Background: an optimization exercise with open tools, aiming at small area and few clock cycles per item. Do not read the settings as production practice.
At most, simulation tests tie the RTL to the original design; equivalence was not proved.

== the reference run ==
==> module group_reversal_reorder, before the edit <==
module group_reversal_reorder #(
    parameter int MAX_GROUP = 16
) (
    input  logic                       clk,
    input  logic                       rst_n,
    input  logic                       cfg_we,
    input  logic [grr_pkg::CFG_W-1:0]  cfg_wdata,
    input  logic                       in_valid,
    output logic                       in_stall,
    input  logic signed [31:0]         value,
    input  logic                       last,
    output logic                       out_valid,
    input  logic                       out_stall,
    output logic signed [31:0]         value_res,
    output logic                       run_last,
    output logic                       stream_end
);
    localparam int AW = $clog2(MAX_GROUP);
    logic [grr_pkg::DATA_W-1:0] mem [MAX_GROUP];
    logic [AW-1:0]  szm1_reg;
    logic [AW-1:0]  szm1_new;
    logic [AW-1:0]  wpos_reg;
    logic           wdir_reg;
    logic [AW-1:0]  wcnt_reg;       
    logic [AW-1:0]  wslot;
    logic           cvalid_reg;
    logic [AW-1:0]  rpos_reg;
    logic           rdir_reg;
    logic [AW-1:0]  rcnt_reg;       
    logic           rfin_reg;
    logic [AW-1:0]  rslot;
    logic           nvalid_reg;
    logic [AW-1:0]  npos_reg;
    logic           ndir_reg;
    logic [AW-1:0]  ncnt_reg;       
    logic           nfin_reg;
    logic           take;
    logic           rdone;
    logic           accept;
    logic           size_hit;
    logic           close;
    logic           flip;
    logic [AW-1:0]  cdist;
    logic [AW-1:0]  ndist;
    logic           cbusy;
    logic           nbusy;
    logic           q_block;
    logic [AW-1:0]  d_pos;
    logic           d_dir;
    assign wslot = wpos_reg ^ {AW{wdir_reg}};
    assign rslot = rpos_reg ^ {AW{rdir_reg}};
    assign take  = cvalid_reg && !out_stall;
    assign rdone = take && (rcnt_reg == '0);
    assign szm1_new = (cfg_wdata == '0) ? '0
                    : (cfg_wdata > grr_pkg::CFG_W'(MAX_GROUP)) ? AW'(MAX_GROUP - 1)
                    : AW'(cfg_wdata - grr_pkg::CFG_W'(1));
    assign size_hit = (wcnt_reg >= szm1_reg);
    assign close    = size_hit || last;
    assign flip = size_hit && (szm1_reg >= AW'(MAX_GROUP / 2));
    assign cdist = (wpos_reg ^ {AW{wdir_reg ^ rdir_reg}}) - rpos_reg;
    assign ndist = (wpos_reg ^ {AW{wdir_reg ^ ndir_reg}}) - npos_reg;
    assign cbusy = cvalid_reg && (cdist <= rcnt_reg) && !(take && (cdist == '0));
    assign nbusy = nvalid_reg && (ndist <= ncnt_reg);
    assign q_block  = close && nvalid_reg && !rdone;
    assign in_stall = cbusy || nbusy || q_block;
    assign accept   = in_valid && !in_stall;
    assign d_pos = size_hit ? ~wpos_reg : (wpos_reg - wcnt_reg);
    assign d_dir = size_hit ? !wdir_reg : wdir_reg;
    always_ff @(posedge clk or negedge rst_n)
    begin
        if (!rst_n)
        begin
            szm1_reg   <= '0;
            wpos_reg   <= '0;
            wdir_reg   <= 1'b0;
            wcnt_reg   <= '0;
            cvalid_reg <= 1'b0;
            nvalid_reg <= 1'b0;
        end
        else
        begin
            if (cfg_we)
            begin
                szm1_reg <= szm1_new;
            end
            if (!cvalid_reg || rdone)
            begin
                cvalid_reg <= nvalid_reg || (accept && close);
            end
            if (accept && close && (nvalid_reg || (cvalid_reg && !rdone)))
            begin
                nvalid_reg <= 1'b1;
            end
            else if (!cvalid_reg || rdone)
            begin
                nvalid_reg <= 1'b0;
            end
            if (accept)
            begin
                wcnt_reg <= close ? '0 : (wcnt_reg + AW'(1));
                if (close && flip)
                begin
                    wpos_reg <= ~wpos_reg;
                    wdir_reg <= !wdir_reg;
                end
                else
                begin
                    wpos_reg <= wpos_reg + AW'(1);
                end
            end
        end
    end
    always_ff @(posedge clk)
    begin
        if (!cvalid_reg || rdone)
        begin
            if (nvalid_reg)
            begin
                rpos_reg <= npos_reg;
                rdir_reg <= ndir_reg;
                rcnt_reg <= ncnt_reg;
                rfin_reg <= nfin_reg;
            end
            else
            begin
                rpos_reg <= d_pos;
                rdir_reg <= d_dir;
                rcnt_reg <= wcnt_reg;
                rfin_reg <= last;
            end
        end
        else if (take)
        begin
            rpos_reg <= rpos_reg + AW'(1);
            rcnt_reg <= rcnt_reg - AW'(1);
        end
        if (accept && close)
        begin
            npos_reg <= d_pos;
            ndir_reg <= d_dir;
            ncnt_reg <= wcnt_reg;
            nfin_reg <= last;
        end
    end
    always_ff @(posedge clk)
    begin
        if (accept)
        begin
            mem[wslot] <= value;
        end
    end
    logic [MAX_GROUP-1:0] rsel;
    always_comb
    begin
        for (int i = 0; i < MAX_GROUP; i++)
        begin
            rsel[i] = (rslot == AW'(i));
        end
    end
    for (genvar b = 0; b < grr_pkg::DATA_W; b++)
    begin : g_rd
        logic [MAX_GROUP-1:0] col;
        logic [1:0]           half;
        for (genvar i = 0; i < MAX_GROUP; i++)
        begin : g_col
            assign col[i] = mem[i][b];
        end
        grr_sel8 u_lo (.sel (rsel[7:0]),  .d (col[7:0]),  .y (half[0]));
        grr_sel8 u_hi (.sel (rsel[15:8]), .d (col[15:8]), .y (half[1]));
        grr_or2  u_or (.a (half[0]), .b (half[1]), .y (value_res[b]));
    end
    assign out_valid  = cvalid_reg;
    assign run_last   = (rcnt_reg == '0);
    assign stream_end = (rcnt_reg == '0) && rfin_reg;
endmodule
==> flow/config.mk <==
export PLATFORM = sky130hd
export DESIGN_NAME = group_reversal_reorder
export DESIGN_NICKNAME = group_reversal_reorder
export VERILOG_FILES = /design/flow/design.v
export SDC_FILE = /design/flow/constraint.sdc
export NUM_CORES = 4
export LEC_CHECK = 0
export CAP_MARGIN = 0
export CORE_MARGIN = 2
export CORE_UTILIZATION = 70
export PLACE_DENSITY = 0.8
export SETUP_SLACK_MARGIN = 0.1
export SLEW_MARGIN = 0
export SYNTH_HIERARCHICAL = 1
export SYNTH_MINIMUM_KEEP_SIZE = 0
==> flow/constraint.sdc <==
create_clock -name core_clock -period 5.0 [get_ports {clk}]
set_input_delay 1.0000 -clock core_clock [delete_from_list [all_inputs] [get_ports {clk}]]
set_output_delay 1.0000 -clock core_clock [all_outputs]
set_load 0.01 [all_outputs]
standard.sh (not shown) runs the stock make flow with config.mk's settings and CLKGATE_MAP_FILE= SYNTH_SCRIPT=/design/flow/synth_recipe.tcl, a recipe that flattens the netlist after the stock synthesis.
==> flow/flow/run.sh <==
#!/bin/bash
# Layout flow: the standard ORFS flow (standard.sh, unchanged synthesis), with two
# changes passed as ORFS variables:
#  - port buffers use the smallest buffer cell (every input and output still gets one);
#  - clock tree synthesis uses large clock buffers over large sink clusters and no dummy loads.
# make's full output goes to flow_make.log; each ORFS step keeps its own log under orfs/logs/.
set -euo pipefail
export BUFFER_PORTS_ARGS="-buffer_cell sky130_fd_sc_hd__buf_1"
export CTS_ARGS="-sink_clustering_enable -repair_clock_nets -dont_use_dummy_load -buf_list sky130_fd_sc_hd__clkbuf_8 -sink_clustering_size 16 -sink_clustering_max_diameter 50"
bash standard.sh finish > flow_make.log 2>&1
Testbench counts of the reference run, summed over its fixed seeds: cycles 49,519, words 41,157.
Input changes introduced in the trial run (baseline for comparison: the reference run):
diff --git a/flow/design.v b/flow/design.v
--- a/flow/design.v
+++ b/flow/design.v
@@ -20,6 +20,40 @@
     output logic y
 );
     assign y = a || b;
+endmodule
+module grr_dec16 (
+    input  logic [3:0]  x,
+    input  logic        en,
+    output logic [15:0] y
+);
+    logic [3:0] lo_n;
+    logic [3:0] hi_n;
+    grr_pre4 u_lo (.x (x[1:0]), .en (en),   .y_n (lo_n));
+    grr_pre4 u_hi (.x (x[3:2]), .en (1'b1), .y_n (hi_n));
+    for (genvar i = 0; i < 16; i++)
+    begin : g_out
+        grr_nor2 u_nor (.a (lo_n[i % 4]), .b (hi_n[i / 4]), .y (y[i]));
+    end
+endmodule
+module grr_pre4 (
+    input  logic [1:0] x,
+    input  logic       en,
+    output logic [3:0] y_n
+);
+    always_comb
+    begin
+        for (int k = 0; k < 4; k++)
+        begin
+            y_n[k] = !(en && (x == 2'(k)));
+        end
+    end
+endmodule
+module grr_nor2 (
+    input  logic a,
+    input  logic b,
+    output logic y
+);
+    assign y = !(a || b);
 endmodule
 module group_reversal_reorder #(
     parameter int MAX_GROUP = 16
@@ -165,21 +199,20 @@
             nfin_reg <= last;
         end
     end
+    logic [MAX_GROUP-1:0] wsel;
+    grr_dec16 u_wdec (.x (wslot), .en (accept), .y (wsel));
     always_ff @(posedge clk)
     begin
-        if (accept)
-        begin
-            mem[wslot] <= value;
+        for (int i = 0; i < MAX_GROUP; i++)
+        begin
+            if (wsel[i])
+            begin
+                mem[i] <= value;
+            end
         end
     end
     logic [MAX_GROUP-1:0] rsel;
-    always_comb
-    begin
-        for (int i = 0; i < MAX_GROUP; i++)
-        begin
-            rsel[i] = (rslot == AW'(i));
-        end
-    end
+    grr_dec16 u_rdec (.x (rslot), .en (1'b1), .y (rsel));
     for (genvar b = 0; b < grr_pkg::DATA_W; b++)
     begin : g_rd
         logic [MAX_GROUP-1:0] col;
Notes after the runs:
Total routing usage reported by global routing came out lower on the trial run than on the reference run. Diff the reference run -> the trial run: clock transition at the registers of the reported paths picked up an extra 30 ps, share of synthesized cell area in full adder, half adder and majority cells shows no meaningful change, utilization after layout down 0.17 points, fraction of the cycle the final worst path needs grew by 3.1 points. In the trial run relative to the reference run, number of buffers added by the clock tree synthesis step had gone down by a few percent. Compare the reference run and the trial run | minimum clock period after layout higher: the trial run.
No functional check of the RTL was part of the trial run.

-- what the ideal ports hide --
The flow's constraints put no driver on any port. The routed layouts listed below were extracted and timed again, unchanged, in two steps. Step 1 assumes that a clkbuf_16 drives the clock port and a buf_2 every other input. Step 2 times the ports against the registers' clock, not the clock port: input delays grow and output delays shrink by t, the midpoint of the rising clock arrivals with the driver on. a / b / c = ideal / step 1 / step 2; a / b = the first two.
run | t (ns) | setup slack, ns | hold slack, ns | worst setup path after step 2 | pins driven straight from the clock port
the reference run | 0.603 | 0.428 / 0.379 / 0.855 | 0.520 / 0.520 / 0.520 | register to register | 1
the trial run | 0.608 | 0.273 / 0.225 / 0.632 | 0.523 / 0.500 / 0.531 | register to register | 1
After both steps setup and hold are still met in every run listed.
